Source: an optimization exercise on an open RTL-to-GDS flow (aim: a short achievable clock period and few clock cycles). Production flows keep margins and buffers that such runs may drop. Function was checked by simulation only, so behaviour that the tests miss may differ from the original. Power figures rest on the tool's default switching activity, not on a simulated workload.

==> design.v <==
`default_nettype none
package mips_pkg;
	localparam int word_w      = 32;
	localparam int reg_addr_w  = 5;
	localparam int dmem_addr_w = 7;
	typedef logic [word_w-1:0]     word_t;
	typedef logic [reg_addr_w-1:0] reg_addr_t;
	localparam logic [5:0] op_special = 6'h00;
	localparam logic [5:0] op_j       = 6'h02;
	localparam logic [5:0] op_jal     = 6'h03;
	localparam logic [5:0] op_beq     = 6'h04;
	localparam logic [5:0] op_bne     = 6'h05;
	localparam logic [5:0] op_addi    = 6'h08;
	localparam logic [5:0] op_lw      = 6'h23;
	localparam logic [5:0] op_sw      = 6'h2b;
	localparam logic [5:0] fn_sll = 6'h00;
	localparam logic [5:0] fn_srl = 6'h02;
	localparam logic [5:0] fn_jr  = 6'h08;
	localparam logic [5:0] fn_add = 6'h20;
	localparam logic [5:0] fn_sub = 6'h22;
	localparam logic [5:0] fn_and = 6'h24;
	localparam logic [5:0] fn_or  = 6'h25;
	localparam logic [5:0] fn_slt = 6'h2a;
	typedef enum logic [2:0] {
		alu_add = 3'd0,
		alu_sub = 3'd1,
		alu_and = 3'd2,
		alu_or  = 3'd3,
		alu_slt = 3'd4,
		alu_sll = 3'd5,
		alu_srl = 3'd6
	} alu_op_t;
	typedef enum logic [1:0] {
		pc_seq    = 2'd0,  
		pc_branch = 2'd1,  
		pc_jump   = 2'd2,  
		pc_reg    = 2'd3   
	} pc_src_t;
	localparam word_t reset_pc = 32'h0000_0000;
	localparam reg_addr_t reg_ra = 5'd31;
endpackage
`default_nettype wire
`default_nettype none
import mips_pkg::*;
module instr_decoder (
	input  mips_pkg::word_t     ir,
	output mips_pkg::reg_addr_t rd,         
	output logic                reg_write,  
	output logic                use_imm,    
	output logic                mem_read,
	output logic                mem_write,
	output logic                branch_eq,
	output logic                branch_ne,
	output logic                jump,       
	output logic                link,       
	output logic                jump_reg,   
	output logic                use_rs,     
	output logic                use_rt,     
	output mips_pkg::alu_op_t   alu_op
);
	logic [5:0] opcode;
	logic [5:0] funct;
	logic       special;
	logic       wr;
	mips_pkg::reg_addr_t dst;
	assign opcode  = ir[31:26];
	assign funct   = ir[5:0];
	assign special = (opcode == op_special) && (ir != '0);
	always_comb begin
		wr        = 1'b0;
		use_imm   = 1'b0;
		mem_read  = 1'b0;
		mem_write = 1'b0;
		branch_eq = 1'b0;
		branch_ne = 1'b0;
		jump      = 1'b0;
		link      = 1'b0;
		jump_reg  = 1'b0;
		use_rs    = 1'b0;
		use_rt    = 1'b0;
		alu_op    = alu_add;
		dst       = ir[15:11];
		case (opcode)
			op_special: begin
				if (special) begin
					wr     = 1'b1;
					use_rs = 1'b1;
					use_rt = 1'b1;
					case (funct)
						fn_sll: begin alu_op = alu_sll; use_rs = 1'b0; end
						fn_srl: begin alu_op = alu_srl; use_rs = 1'b0; end
						fn_add: alu_op = alu_add;
						fn_sub: alu_op = alu_sub;
						fn_and: alu_op = alu_and;
						fn_or:  alu_op = alu_or;
						fn_slt: alu_op = alu_slt;
						fn_jr: begin
							wr       = 1'b0;
							jump_reg = 1'b1;
							use_rt   = 1'b0;
						end
						default: begin
							wr     = 1'b0;
							use_rs = 1'b0;
							use_rt = 1'b0;
						end
					endcase
				end
			end
			op_addi: begin
				wr      = 1'b1;
				use_rs  = 1'b1;
				use_imm = 1'b1;
				dst     = ir[20:16];
			end
			op_lw: begin
				wr       = 1'b1;
				use_rs   = 1'b1;
				mem_read = 1'b1;
				dst      = ir[20:16];
			end
			op_sw: begin
				mem_write = 1'b1;
				use_rs    = 1'b1;
				use_rt    = 1'b1;
			end
			op_beq: begin
				branch_eq = 1'b1;
				use_rs    = 1'b1;
				use_rt    = 1'b1;
			end
			op_bne: begin
				branch_ne = 1'b1;
				use_rs    = 1'b1;
				use_rt    = 1'b1;
			end
			op_j:   jump = 1'b1;
			op_jal: begin
				jump = 1'b1;
				link = 1'b1;
				wr   = 1'b1;
				dst  = reg_ra;
			end
			default: ;
		endcase
	end
	assign reg_write = wr && (dst != '0);
	assign rd        = reg_write ? dst : '0;
endmodule
`default_nettype wire
`default_nettype none
import mips_pkg::*;
module register_file (
	input  logic                clk,
	input  logic                rst_n,
	input  logic [31:1]         rs_sel,
	input  logic [31:1]         rt_sel,
	input  mips_pkg::reg_addr_t wr_addr,
	input  logic                wr_en,
	input  mips_pkg::word_t     wr_data,
	output mips_pkg::word_t     rs_data,
	output mips_pkg::word_t     rt_data
);
	mips_pkg::word_t regs [0:31];  
	always_ff @(posedge clk or negedge rst_n) begin
		if (!rst_n) begin
			for (int i = 1; i < 32; i++) begin
				regs[i] <= '0;
			end
		end else if (wr_en && wr_addr != '0) begin
			regs[wr_addr] <= wr_data;
		end
	end
	always_comb begin
		rs_data = '0;
		rt_data = '0;
		for (int i = 1; i < 32; i++) begin
			rs_data = rs_data | ({word_w{rs_sel[i]}} & regs[i]);
			rt_data = rt_data | ({word_w{rt_sel[i]}} & regs[i]);
		end
	end
endmodule
module zero_flags (
	input  logic                clk,
	input  logic                rst_n,
	input  logic [31:1]         w_oh,      
	input  mips_pkg::word_t     w_val,
	input  logic                w_zk,
	input  logic                w_zf,
	output logic [31:1]         zk,        
	output logic [31:1]         zf
);
	logic [31:1] zflag;
	logic        w_zero;
	assign w_zero = (w_val == '0);
	always_comb begin
		for (int k = 1; k < 32; k++) begin
			zk[k] = w_oh[k] ? w_zk : 1'b1;
			zf[k] = w_oh[k] ? w_zf : zflag[k];
		end
	end
	always_ff @(posedge clk or negedge rst_n) begin
		if (!rst_n) begin
			zflag <= '1;
		end else begin
			for (int k = 1; k < 32; k++) begin
				if (w_oh[k]) zflag[k] <= w_zero;
			end
		end
	end
endmodule
module one_flags (
	input  logic                clk,
	input  logic                rst_n,
	input  logic [31:1]         w_oh,      
	input  mips_pkg::word_t     w_val,
	output logic [31:1]         one
);
	logic w_one;
	assign w_one = (w_val == 32'd1);
	always_ff @(posedge clk or negedge rst_n) begin
		if (!rst_n) begin
			one <= '0;
		end else begin
			for (int k = 1; k < 32; k++) begin
				if (w_oh[k]) one[k] <= w_one;
			end
		end
	end
endmodule
`default_nettype wire
`default_nettype none
import mips_pkg::*;
module ks_add #(
	parameter int W = 32
) (
	input  logic [W-1:0] a,
	input  logic [W-1:0] b,
	input  logic         cin,
	output logic [W-1:0] s,
	output logic         cout
);
	localparam int L = (W <= 2) ? 1 : (W <= 4) ? 2 : (W <= 8) ? 3 : (W <= 16) ? 4 : (W <= 32) ? 5 : 6;
	logic [W-1:0] g [0:L];
	logic [W-1:0] p [0:L];
	logic [W-1:0] c;    
	assign g[0] = a & b;
	assign p[0] = a ^ b;
	for (genvar l = 0; l < L; l++) begin : g_lvl
		for (genvar i = 0; i < W; i++) begin : g_bit
			if (i >= (1 << l)) begin : g_comb
				assign g[l+1][i] = g[l][i] | (p[l][i] & g[l][i-(1<<l)]);
				assign p[l+1][i] = p[l][i] & p[l][i-(1<<l)];
			end else begin : g_pass
				assign g[l+1][i] = g[l][i];
				assign p[l+1][i] = p[l][i];
			end
		end
	end
	assign c[0] = cin;
	for (genvar i = 1; i < W; i++) begin : g_c
		assign c[i] = g[L][i-1] | (p[L][i-1] & cin);
	end
	assign s    = p[0] ^ c;
	assign cout = g[L][W-1] | (p[L][W-1] & cin);
endmodule
module alu (
	input  mips_pkg::word_t   op_a,
	input  mips_pkg::word_t   op_b,
	input  mips_pkg::word_t   op_bx,      
	input  logic              sub,        
	input  logic [4:0]        shamt,
	input  logic [5:0]        sel,        
	input  logic              ld,         
	input  mips_pkg::word_t   ld_data,
	output mips_pkg::word_t   result
);
	mips_pkg::word_t sum;
	logic  cout;
	logic  lt;
	ks_add #(.W(word_w)) u_add (
		.a    (op_a),
		.b    (op_bx),
		.cin  (sub),
		.s    (sum),
		.cout (cout)
	);
	assign lt = (op_a[word_w-1] == op_b[word_w-1]) ? sum[word_w-1] : op_a[word_w-1];
	mips_pkg::word_t shl, shr;
	alu_shift u_shift (.b (op_b), .shamt (shamt), .shl (shl), .shr (shr));
	alu_mux u_mux (
		.sel (sel), .sum (sum), .a_and_b (op_a & op_b), .a_or_b (op_a | op_b),
		.lt (lt), .shl (shl), .shr (shr), .ld (ld), .ld_data (ld_data), .result (result)
	);
endmodule
module alu_shift (
	input  mips_pkg::word_t b,
	input  logic [4:0]      shamt,
	output mips_pkg::word_t shl,
	output mips_pkg::word_t shr
);
	assign shl = b << shamt;
	assign shr = b >> shamt;
endmodule
module alu_mux (
	input  logic [5:0]      sel,
	input  mips_pkg::word_t sum,
	input  mips_pkg::word_t a_and_b,
	input  mips_pkg::word_t a_or_b,
	input  logic            lt,
	input  mips_pkg::word_t shl,
	input  mips_pkg::word_t shr,
	input  logic            ld,
	input  mips_pkg::word_t ld_data,
	output mips_pkg::word_t result
);
	assign result = ({word_w{sel[0]}} & sum) |
	                ({word_w{sel[1]}} & a_and_b) |
	                ({word_w{sel[2]}} & a_or_b) |
	                ({word_w{sel[3]}} & {{(word_w-1){1'b0}}, lt}) |
	                ({word_w{sel[4]}} & shl) |
	                ({word_w{sel[5]}} & shr) |
	                ({word_w{ld}} & ld_data);
endmodule
module alu_sel (
	input  mips_pkg::alu_op_t alu_op,
	output logic [5:0]        sel,
	output logic              sub
);
	assign sel[0] = (alu_op == alu_add) || (alu_op == alu_sub);
	assign sel[1] = (alu_op == alu_and);
	assign sel[2] = (alu_op == alu_or);
	assign sel[3] = (alu_op == alu_slt);
	assign sel[4] = (alu_op == alu_sll);
	assign sel[5] = (alu_op == alu_srl);
	assign sub    = (alu_op == alu_sub) || (alu_op == alu_slt);
endmodule
`default_nettype wire
`default_nettype none
import mips_pkg::*;
module pc_unit (
	input  logic              clk,
	input  logic              rst_n,
	input  logic              x_redirect,
	input  mips_pkg::word_t   x_target,
	input  logic              d_redirect,
	input  mips_pkg::word_t   d_target,
	input  mips_pkg::word_t   f_next,
	output mips_pkg::word_t   pc
);
	always_ff @(posedge clk or negedge rst_n) begin
		if (!rst_n) begin
			pc <= reset_pc;
		end else if (x_redirect) begin
			pc <= x_target;
		end else if (d_redirect) begin
			pc <= d_target;
		end else begin
			pc <= f_next;
		end
	end
endmodule
`default_nettype wire
`default_nettype none
import mips_pkg::*;
module single_cycle_mips (
	input  logic                                clk,
	input  logic                                rst_n,
	output mips_pkg::word_t                     ir_addr,
	input  mips_pkg::word_t                     ir,
	input  mips_pkg::word_t                     read_data_mem,
	output logic                                cen,
	output logic                                wen,
	output logic                                oen,
	output logic [mips_pkg::dmem_addr_w-1:0]    a,
	output mips_pkg::word_t                     data_to_mem
);
	mips_pkg::word_t pc;
	mips_pkg::word_t ra_pred;              
	logic            d_v;
	mips_pkg::word_t d_ir;
	mips_pkg::word_t d_pc;
	logic            d_pred;               
	mips_pkg::word_t d_jrpred;             
	mips_pkg::word_t d_pc4;                
	mips_pkg::word_t d_bt;                 
	logic [31:1]     d_rs_oh, d_rt_oh;     
	logic            d_bx_rs, d_bx_rt;     
	logic            d_bw_rs, d_bw_rt;     
	logic            d_dec1;               
	mips_pkg::reg_addr_t d_rd;             
	logic                x_v;
	mips_pkg::reg_addr_t x_rd;             
	logic [5:0]          x_sel;            
	logic                x_sub;
	mips_pkg::word_t     x_a, x_b;         
	mips_pkg::word_t     x_bx;             
	mips_pkg::word_t     w_valn;           
	logic                x_fa, x_fb, x_fs;  
	logic [4:0]          x_sh;
	logic                x_load, x_isadd;
	logic                x_beq, x_bne, x_pred, x_jr;
	mips_pkg::word_t     x_alt;            
	mips_pkg::word_t     x_jrpred;
	logic [mips_pkg::dmem_addr_w-1:0] x_addr;
	mips_pkg::word_t     x_wdata;
	logic                x_cen, x_wen, x_oen;
	mips_pkg::reg_addr_t w_rd;
	mips_pkg::word_t     w_val;
	logic            x_redirect, d_redirect;
	mips_pkg::word_t x_target, d_target;
	mips_pkg::word_t pc4, f_bt, f_next;
	logic [5:0]      f_op;
	logic            f_j, f_jal, f_jr, f_br, f_pred;
	logic            unused_c4;
	ks_add #(.W(word_w)) u_pc4 (.a (pc), .b (32'd4), .cin (1'b0), .s (pc4), .cout (unused_c4));
	logic [13:0] pc_hp1, pc_hm1;
	logic [15:0] f_bt_lo;
	logic        f_bt_c, unused_chp, unused_chm;
	ks_add #(.W(14)) u_hp1 (.a (pc[31:18]), .b (14'd1),      .cin (1'b0), .s (pc_hp1), .cout (unused_chp));
	ks_add #(.W(14)) u_hm1 (.a (pc[31:18]), .b ({14{1'b1}}), .cin (1'b0), .s (pc_hm1), .cout (unused_chm));
	ks_add #(.W(16)) u_fbt (.a (pc[17:2]), .b (ir[15:0]), .cin (1'b1), .s (f_bt_lo), .cout (f_bt_c));
	assign f_bt = {ir[15] ? (f_bt_c ? pc[31:18] : pc_hm1) : (f_bt_c ? pc_hp1 : pc[31:18]),
	               f_bt_lo, pc[1:0]};
	assign f_op   = ir[31:26];
	assign f_j    = (f_op == op_j) || (f_op == op_jal);
	assign f_jal  = (f_op == op_jal);
	assign f_jr   = (f_op == op_special) && (ir[5:0] == fn_jr);
	assign f_br   = (f_op == op_beq) || (f_op == op_bne);
	logic f_cd, f_cd_zero;
	assign f_pred = f_br && (f_cd ? (f_op == op_beq) == f_cd_zero : ir[15]);
	always_comb begin
		if (f_j)         f_next = {pc[31:28], ir[25:0], 2'b00};
		else if (f_jr)   f_next = ra_pred;
		else if (f_pred) f_next = f_bt;
		else             f_next = pc4;
	end
	pc_unit u_pc (
		.clk (clk), .rst_n (rst_n),
		.x_redirect (x_redirect), .x_target (x_target),
		.d_redirect (d_redirect), .d_target (d_target),
		.f_next (d_stall ? pc : f_next), .pc (pc)
	);
	assign ir_addr = pc;
	always_ff @(posedge clk or negedge rst_n) begin
		if (!rst_n) begin
			ra_pred <= '0;
		end else if (f_jal) begin
			ra_pred <= pc4;
		end
	end
	mips_pkg::reg_addr_t f_rd;
	logic f_wr, f_imm, f_load, f_store, f_beq, f_bne, f_jump, f_link, f_jrx, f_urs, f_urt;
	mips_pkg::alu_op_t f_aop;
	instr_decoder u_fdec (
		.ir (ir), .rd (f_rd), .reg_write (f_wr), .use_imm (f_imm),
		.mem_read (f_load), .mem_write (f_store), .branch_eq (f_beq),
		.branch_ne (f_bne), .jump (f_jump), .link (f_link), .jump_reg (f_jrx),
		.use_rs (f_urs), .use_rt (f_urt), .alu_op (f_aop)
	);
	logic [31:1] f_rs_oh, f_rt_oh;
	always_comb begin
		for (int i = 1; i < 32; i++) begin
			f_rs_oh[i] = (ir[25:21] == 5'(i));
			f_rt_oh[i] = (ir[20:16] == 5'(i));
		end
	end
	always_ff @(posedge clk or negedge rst_n) begin
		if (!rst_n) begin
			d_v      <= 1'b0;
			d_ir     <= '0;
			d_pc     <= '0;
			d_pred   <= 1'b0;
			d_jrpred <= '0;
			d_pc4    <= '0;
			d_bt     <= '0;
			d_rs_oh  <= '0;
			d_rt_oh  <= '0;
			d_bx_rs  <= 1'b0;
			d_bx_rt  <= 1'b0;
			d_bw_rs  <= 1'b0;
			d_bw_rt  <= 1'b0;
			d_dec1   <= 1'b0;
			d_rd     <= '0;
		end else if (d_stall) begin
			d_v      <= d_v && !x_redirect;
			d_bx_rs  <= 1'b0;
			d_bx_rt  <= 1'b0;
			d_bw_rs  <= (e_rd != '0) && (e_rd == rs);
			d_bw_rt  <= (e_rd != '0) && (e_rd == rt);
		end else begin
			d_bx_rs  <= d_v && (dd_rd != '0) && (dd_rd == ir[25:21]);
			d_bx_rt  <= d_v && (dd_rd != '0) && (dd_rd == ir[20:16]);
			d_bw_rs  <= (e_rd != '0) && (e_rd == ir[25:21]);
			d_bw_rt  <= (e_rd != '0) && (e_rd == ir[20:16]);
			d_v      <= !x_redirect && !d_redirect;
			d_ir     <= ir;
			d_pc     <= pc;
			d_pred   <= f_pred;
			d_jrpred <= ra_pred;
			d_pc4    <= pc4;
			d_bt     <= f_bt;
			d_rs_oh  <= f_rs_oh;
			d_rt_oh  <= f_rt_oh;
			d_dec1   <= (ir[31:26] == op_addi) && (ir[15:0] == 16'hffff) && (ir[20:16] != '0);
			d_rd     <= f_rd;
		end
	end
	mips_pkg::reg_addr_t dd_rd;
	logic dd_wr, dd_imm, dd_load, dd_store, dd_beq, dd_bne, dd_jump, dd_link, dd_jr, dd_urs, dd_urt;
	mips_pkg::alu_op_t dd_op;
	instr_decoder u_dec (
		.ir (d_ir), .rd (dd_rd), .reg_write (dd_wr), .use_imm (dd_imm),
		.mem_read (dd_load), .mem_write (dd_store), .branch_eq (dd_beq),
		.branch_ne (dd_bne), .jump (dd_jump), .link (dd_link), .jump_reg (dd_jr),
		.use_rs (dd_urs), .use_rt (dd_urt), .alu_op (dd_op)
	);
	mips_pkg::word_t     alu_res;
	mips_pkg::reg_addr_t rs, rt, e_rd;
	mips_pkg::word_t     rf_rs0, rf_rt0, rf_rs, rf_rt, imm, wb;
	assign rs  = d_ir[25:21];
	assign rt  = d_ir[20:16];
	assign imm = {{16{d_ir[15]}}, d_ir[15:0]};
	assign e_rd = x_v ? x_rd : '0;
	register_file u_regs (
		.clk (clk), .rst_n (rst_n),
		.rs_sel (d_rs_oh), .rt_sel (d_rt_oh),
		.wr_addr (w_rd), .wr_en (w_rd != '0), .wr_data (w_val),
		.rs_data (rf_rs0), .rt_data (rf_rt0)
	);
	assign rf_rs = d_bw_rs ? w_val : rf_rs0;
	assign rf_rt = d_bw_rt ? w_val : rf_rt0;
	mips_pkg::word_t a_eff, b_eff, bx_eff;
	assign a_eff  = x_fa ? w_val : x_a;
	assign b_eff  = x_fb ? w_val : x_b;
	assign bx_eff = x_fb ? (x_sub ? w_valn : w_val) : x_bx;
	logic x_sumzero, rdm_zero, w_zk, w_zf;
	function automatic logic sumzero(input logic [word_w-1:0] p, input logic [word_w-1:0] q);
		sumzero = ((p ^ q) == {p[word_w-2:0] | q[word_w-2:0], 1'b0});
	endfunction
	logic sz_00, sz_01, sz_10, sz_11;
	assign sz_00 = sumzero(x_a, x_b);
	assign sz_01 = sumzero(x_a, w_val);
	assign sz_10 = sumzero(w_val, x_b);
	assign sz_11 = sumzero(w_val, w_val);
	assign x_sumzero = x_fa ? (x_fb ? sz_11 : sz_10) : (x_fb ? sz_01 : sz_00);
	assign rdm_zero  = (read_data_mem == '0);
	logic [31:1] zf_old, zk_old, w_oh, one_f;
	one_flags u_of (.clk (clk), .rst_n (rst_n), .w_oh (w_oh), .w_val (w_val), .one (one_f));
	logic d_cd, f_zc;
	assign d_cd      = d_v && d_dec1 && !d_bx_rs && ((d_rs_oh & w_oh) == '0);
	assign f_zc      = (ir[20:16] == '0) ? (ir[25:21] == d_rd) : ((ir[25:21] == '0) && (ir[20:16] == d_rd));
	assign f_cd      = d_cd && f_zc;
	assign f_cd_zero = (d_rs_oh & one_f) != '0;
	zero_flags u_zf (
		.clk (clk), .rst_n (rst_n), .w_oh (w_oh), .w_val (w_val), .w_zk (w_zk), .w_zf (w_zf),
		.zk (zk_old), .zf (zf_old)
	);
	logic rs0_z, rt0_z, zk_rs, zf_rs, zk_rt, zf_rt;
	assign rs0_z = (d_rs_oh == '0);
	assign rt0_z = (d_rt_oh == '0);
	assign zk_rs = ((d_rs_oh & ~zk_old) == '0);
	assign zf_rs = rs0_z || ((d_rs_oh & zf_old) != '0);
	assign zk_rt = ((d_rt_oh & ~zk_old) == '0);
	assign zf_rt = rt0_z || ((d_rt_oh & zf_old) != '0);
	logic x_zero, x_zknown, byp_rs, byp_rt;
	assign x_zero   = x_load ? rdm_zero : x_sumzero;
	assign x_zknown = x_load || x_isadd;
	assign byp_rs   = d_bx_rs && x_v;
	assign byp_rt   = d_bx_rt && x_v;
	logic d_br, d_skip, d_zc, d_early, d_zero, d_taken, d_unres;
	assign d_br    = dd_beq || dd_bne;
	assign d_skip  = (d_ir[15:0] == '0);      
	assign d_zc    = (rs == '0) || (rt == '0);
	assign d_early = d_zc && (byp_rs ? x_zknown : zk_rs) && (byp_rt ? x_zknown : zk_rt);
	assign d_zero  = (byp_rs ? x_zero : zf_rs) && (byp_rt ? x_zero : zf_rt);
	assign d_taken = dd_beq ? d_zero : !d_zero;
	assign d_unres = d_br && !d_skip && !d_early;
	assign d_redirect = d_v && d_br && !d_skip && d_early && (d_taken != d_pred);
	assign d_target   = d_taken ? d_bt : d_pc4;
	logic [8:0] addr_rf, addr_as, addr_ld, addr_lg, d_addr, cs_s, cs_c, x_lg;
	logic       unused_c1, unused_c2, unused_c3, unused_c5;
	logic [8:0] addr_r0, addr_w;
	logic       unused_c6;
	ks_add #(.W(9)) u_addr_r0  (.a (rf_rs0[8:0]), .b (d_ir[8:0]), .cin (1'b0), .s (addr_r0), .cout (unused_c1));
	ks_add #(.W(9)) u_addr_w   (.a (w_val[8:0]),  .b (d_ir[8:0]), .cin (1'b0), .s (addr_w),  .cout (unused_c6));
	assign addr_rf = d_bw_rs ? addr_w : addr_r0;
	assign cs_s = a_eff[8:0] ^ bx_eff[8:0] ^ d_ir[8:0];
	assign cs_c = {(a_eff[7:0] & bx_eff[7:0]) | (a_eff[7:0] & d_ir[7:0]) | (bx_eff[7:0] & d_ir[7:0]), x_sub};
	ks_add #(.W(9)) u_addr_as  (.a (cs_s), .b (cs_c), .cin (1'b0), .s (addr_as), .cout (unused_c2));
	ks_add #(.W(9)) u_addr_ld  (.a (read_data_mem[8:0]), .b (d_ir[8:0]), .cin (1'b0), .s (addr_ld), .cout (unused_c3));
	assign x_lg = x_sel[1] ? (a_eff[8:0] & b_eff[8:0]) : (a_eff[8:0] | b_eff[8:0]);
	ks_add #(.W(9)) u_addr_lg  (.a (x_lg), .b (d_ir[8:0]), .cin (1'b0), .s (addr_lg), .cout (unused_c5));
	always_comb begin
		if (!byp_rs)        d_addr = addr_rf;
		else if (x_load)    d_addr = addr_ld;
		else if (x_sel[0])  d_addr = addr_as;
		else                d_addr = addr_lg;
	end
	logic d_stall, stall_r, stall_next, f_mem;
	assign d_stall = d_v && stall_r;
	assign f_mem   = (ir[31:26] == op_lw) || (ir[31:26] == op_sw);
	assign stall_next = !d_stall && f_mem && (ir[25:21] != '0) && (ir[25:21] == dd_rd) &&
	                    (d_sel[3] || d_sel[4] || d_sel[5]);
	always_ff @(posedge clk or negedge rst_n) begin
		if (!rst_n) begin
			stall_r <= 1'b0;
		end else begin
			stall_r <= stall_next;
		end
	end
	logic [5:0]      d_sel;
	logic            d_sub;
	mips_pkg::word_t d_b;
	alu_sel u_alu_sel (.alu_op (dd_op), .sel (d_sel), .sub (d_sub));
	assign d_b = dd_imm ? imm : (dd_link ? '0 : rf_rt);
	logic dx;    
	assign dx = d_v && !x_redirect && !d_stall;
	always_ff @(posedge clk or negedge rst_n) begin
		if (!rst_n) begin
			x_v <= 1'b0; x_rd <= '0; x_sel <= '0; x_sub <= 1'b0; x_a <= '0; x_b <= '0; x_bx <= '0; x_sh <= '0;
			x_fa <= 1'b0; x_fb <= 1'b0; x_fs <= 1'b0;
			x_load <= 1'b0; x_isadd <= 1'b0;
			x_beq <= 1'b0; x_bne <= 1'b0; x_pred <= 1'b0; x_jr <= 1'b0;
			x_alt <= '0; x_jrpred <= '0;
			x_addr <= '0; x_wdata <= '0;
			x_cen <= 1'b1; x_wen <= 1'b1; x_oen <= 1'b1;
		end else begin
			x_v      <= dx;
			x_rd     <= dd_rd;
			x_sel    <= dd_load ? 6'd0 : d_sel;
			x_sub    <= d_sub;
			x_a      <= dd_link ? d_pc4 : rf_rs;
			x_b      <= d_b;
			x_bx     <= d_sub ? ~d_b : d_b;
			x_fa     <= byp_rs && !dd_link;
			x_fb     <= byp_rt && !dd_imm && !dd_link;
			x_fs     <= byp_rt;
			x_sh     <= d_ir[10:6];
			x_load   <= dd_load;
			x_isadd  <= (dd_op == alu_add) && !dd_load;
			x_beq    <= dd_beq && d_unres;
			x_bne    <= dd_bne && d_unres;
			x_pred   <= d_pred;
			x_jr     <= dd_jr;
			x_alt    <= d_pred ? d_pc4 : d_bt;
			x_jrpred <= d_jrpred;
			x_addr   <= d_addr[8:2];
			x_wdata  <= rf_rt;
			x_cen    <= !(dx && (dd_load || dd_store));
			x_wen    <= !(dx && dd_store);
			x_oen    <= !(dx && dd_load);
		end
	end
	alu u_alu (.op_a (a_eff), .op_b (b_eff), .op_bx (bx_eff), .sub (x_sub), .shamt (x_sh), .sel (x_sel),
	           .ld (x_load), .ld_data (read_data_mem), .result (alu_res));
	assign wb = alu_res;
	logic x_eq, x_taken;
	logic eq00, eq01, eq10, jr_nf, jr_f;
	assign eq00       = (x_a == x_b);
	assign eq01       = (x_a == w_val);
	assign eq10       = (w_val == x_b);
	assign x_eq       = x_fa ? (x_fb ? 1'b1 : eq10) : (x_fb ? eq01 : eq00);
	assign jr_nf      = (x_a != x_jrpred);
	assign jr_f       = (w_val != x_jrpred);
	assign x_taken    = (x_beq && x_eq) || (x_bne && !x_eq);
	assign x_redirect = x_v && (((x_beq || x_bne) && (x_taken != x_pred)) ||
	                            (x_jr && (x_fa ? jr_f : jr_nf)));
	assign x_target   = x_jr ? a_eff : x_alt;
	always_ff @(posedge clk or negedge rst_n) begin
		if (!rst_n) begin
			w_rd   <= '0;
			w_val  <= '0;
			w_valn <= '1;
			w_zk   <= 1'b1;
			w_zf   <= 1'b1;
			w_oh   <= '0;
		end else begin
			w_zk   <= x_zknown;
			w_zf   <= x_zero;
			for (int k = 1; k < 32; k++) w_oh[k] <= (e_rd == 5'(k));
			w_rd   <= e_rd;
			w_val  <= wb;
			w_valn <= ~wb;
		end
	end
	assign a           = x_addr;
	assign data_to_mem = x_fs ? w_val : x_wdata;
	assign cen         = !rst_n || x_cen;
	assign wen         = !rst_n || x_wen;
	assign oen         = !rst_n || x_oen;
endmodule
`default_nettype wire
==> run.sh <==
#!/bin/bash
# synth_recipe.tcl (not shown) runs the flow's synth.tcl, then flattens the netlist and writes it again
# the make line also repeats each setting of config.mk as NAME=value (left out here)
make -C /OpenROAD-flow-scripts/flow DESIGN_CONFIG=/design/flow/config.mk WORK_HOME=/design/flow/orfs CLKGATE_MAP_FILE= SYNTH_SCRIPT=/design/flow/synth_recipe.tcl finish
==> config.mk <==
export PLATFORM = sky130hd
export DESIGN_NAME = single_cycle_mips
export DESIGN_NICKNAME = single_cycle_mips
export VERILOG_FILES = /design/flow/design.v
export SDC_FILE = /design/flow/constraint.sdc
export NUM_CORES = 8
export LEC_CHECK = 0
export CAP_MARGIN = 40
export CORE_MARGIN = 2
export CORE_UTILIZATION = 45
export SETUP_SLACK_MARGIN = 5
export SLEW_MARGIN = 40
export SYNTH_HIERARCHICAL = 1
export SYNTH_MINIMUM_KEEP_SIZE = 0
export TNS_END_PERCENT = 5
==> constraint.sdc <==
create_clock -name core_clock -period 8.0 [get_ports {clk}]
set_input_delay 1.6000 -clock core_clock [delete_from_list [all_inputs] [get_ports {clk}]]
set_output_delay 1.6000 -clock core_clock [all_outputs]
set_load 0.01 [all_outputs]
==> flow_metrics.env <==
export IMPL_status="complete, no violations"
export IMPL_max_cap_violations=0
export IMPL_timing_fmax_mhz=256
export IMPL_finalHoldViolCount=0
export IMPL_hpwl_mm=287
export IMPL_finalSetupTns_ns=0
export IMPL_die_area_um2=217000
export IMPL_grt_pass1_vias=83500
export IMPL_num_rows=169
export IMPL_track_usage_pct=43.3
export IMPL_drc=0
export IMPL_finish_utilization_pct=54.0
export IMPL_slowest_stage="dfrtp_4"
export IMPL_core_area_um2=212000
export IMPL_cp_max_fo=7
export IMPL_drv_slew=0
export IMPL_power_density_nw_per_um2=217
export IMPL_arrival_ns=4.57
export IMPL_drtIter0Drc=16500
export IMPL_worstMarginPinSlew_ns=1.00
export IMPL_top_register="u_regs.regs"
export IMPL_critical_path_top_delay_family="compound AO/OA/AOI/OAI gates"
export IMPL_min_path_type="reg2reg"
export IMPL_ys_warn_count=25
export IMPL_clockBufferDepth=3
export IMPL_final_setup_viol_count=0
export IMPL_antenna_left=0
export IMPL_drt_total_wl_mm=488
export IMPL_overflow=0
export IMPL_area_growth_pct=19.3
export IMPL_worstSetupEndpointType="register"
export IMPL_slowest_delay_ns=0.54
export IMPL_syn_inst=8926
export IMPL_maxSlewHeadroom_pct=33.2
export IMPL_dp_cells=11500
export IMPL_place_congestion=0.998
export IMPL_power_share_clock_pct=35.5
export IMPL_start_util_pct=45.2
export IMPL_grt_max_degree=190
export IMPL_worstPathRequired_ns=8.67
export IMPL_clkTransAtPathRegs_ns=0.06
export IMPL_htreeDepth=4
export IMPL_grt_antenna_before_repair=36
export IMPL_grt_pass1_wl_mm=663
export IMPL_pin_count=140
export IMPL_synth_area_um2=95800
export IMPL_pre_cts_ws_ns=2.36
export IMPL_p_sw_mw=8.23
export IMPL_viasPerCell=7.19
export IMPL_p_seq_share_pct=39.8
export IMPL_path_cells="buf_16, buf_4, mux2i_4, inv_1, ha_4, a21o_1, o21bai_2, a311o_1, a32oi_4, a31o_1, o311ai_2, mux2_4, a22oi_2, nand3_1"
export IMPL_wire_per_inst_um=39.8
export IMPL_clkLatencyLatePin_ns=0.92
export IMPL_die_y_um=465
export IMPL_rsz0062_at_grt="true"
export IMPL_drive_gt1_share_pct=31.5
export IMPL_final_cell_count_no_fill=12300
export IMPL_port_buffers=139
export IMPL_die_w_um=465
export IMPL_first_pass_iters=12
export IMPL_switching_share_pct=33.2
export IMPL_vdd_drop_max_mv=0.219
export IMPL_fill_cells=18400
export IMPL_syn_area_per_cell_um2=10.7
export IMPL_critPathBufInv=3
export IMPL_period_minus_slack_ns=3.90
export IMPL_skew_ns=0.0923
export IMPL_cts_tree="yes"
export IMPL_internal_power_mw=16.6
export IMPL_fin_crit_sh_pct=48.8
export IMPL_cts_hold_buf=0
export IMPL_num_vias=88100
export IMPL_worstSetupPathType="reg2reg"
export IMPL_cts_buffers=179
export IMPL_clock_sinks=1652
export IMPL_combPwrFrac_pct=24.8
export IMPL_setup_ws_ns=4.10
export IMPL_holdWs_ns=0.372
export IMPL_start_kind="register"
export IMPL_largest_reg_flops=992
export IMPL_p_leak_nw=51.4
export IMPL_fin_nets=9606
export IMPL_cts_root_buf="clkbuf_16"
## path summary, 6_finish.rpt
kind | from | end | slack [ns] | depth (start not counted)
max | x_fa$_DFF_PN0_ | w_val[0]$_DFF_PN0_ | 4.10 | 14
min | d_jrpred[6]$_DFFE_PN0N_ | x_jrpred[6]$_DFF_PN0_ | 0.37 | 0
max reg2reg | x_fa$_DFF_PN0_ | w_val[0]$_DFF_PN0_ | 4.10 | 14
min reg2reg | d_jrpred[6]$_DFFE_PN0N_ | x_jrpred[6]$_DFF_PN0_ | 0.37 | 0
max in group asynchronous | rst_n | u_regs.regs[8][29]$_DFFE_PN0P_ | 4.52 | 6
min in group asynchronous | rst_n | d_ir[4]$_DFFE_PN0N_ | 0.69 | 1
## through the flow
step	power, mW	instance area (um^2)
after floorplan	13.2	96200
after global placement	15.1	100000
after detailed placement	15.2	101000
after CTS	24.4	112000
after global routing	25.6	114000
final	24.8	114000
## routing by layer
metal  share of wire [%]  track usage [%]
met3                  16             18.7
met4                 8.7             28.3
met2                  39             57.7
met5                0.18            0.264
met1                  37             56.5
## area by class of cell
| cell class | count | area [um^2] | area share, % |
|---|---|---|---|
| clock buffer | 269 | 5240 | 4.59 |
| sequential | 1652 | 41700 | 36.5 |
| multi-input combinational | 6313 | 52700 | 46.1 |
| tap | 2821 | 3530 | 3.09 |
| inverter | 390 | 1480 | 1.30 |
| antenna | 13 | 32.5 | 0.0285 |
| clock inverter | 62 | 927 | 0.811 |
| timing repair buffer | 743 | 8650 | 7.57 |
## placed cells by master (no fill, tap or decap), drive strengths merged, types with 224 or more instances in the layout
cell type / count
ha: 248
nor2: 283
a22oi: 903
clkbuf: 292
nand3: 226
buf: 619
mux2: 1240
inv: 390
a21oi: 224
dfrtp: 1584
o21ai: 227
nand2: 741
## power by group through the flow
stage | combinational (mW) | sequential, mW | clock, mW
CTS | 5.74 | 9.83 | 8.79
finish | 6.14 | 9.87 | 8.80
floorplan | 3.60 | 9.57 | 0
global route | 6.53 | 9.91 | 9.14
global placement | 5.15 | 9.98 | 0
detailed placement | 5.26 | 9.98 | 0
## timing repair
item | 4_1_cts | 5_1_grt
resized for setup | 791 | 312
pin swaps | 108 | 94
endpoints found under the setup margin | 874 | 1352
gates cloned | 37 | 16
buffers inserted | 200 | 122
Testbench counts, summed over its fixed seeds: cycles 85,205.

## port drivers added, routing unchanged
How much do the figures lean on ideal ports? The routed layout below was timed once more, with nothing changed but the port constraints. Step 1 sets driving cells, clkbuf_16 on the clock port and buf_2 on the other inputs (assumed; they add their load-dependent delay and slew). Step 2 times the ports against the registers' clock, not the clock port: input delays grow and output delays shrink by t, the midpoint of the rising clock arrivals with the driver on. a / b / c = ideal ports / drivers / drivers and shift; a / b = the first two.
t, ns: 0.972
setup WS [ns]: 4.096 / 3.867 / 3.240
latest minus earliest clock arrival (ns): 0.098 / 0.098
worst slew at a driven data input, ns: 0.49
After both steps this run still meets setup and hold. The setup slack of this run moves by -0.229 ns with the drivers and by -0.856 ns with both steps. Setup slack includes reset recovery checks.
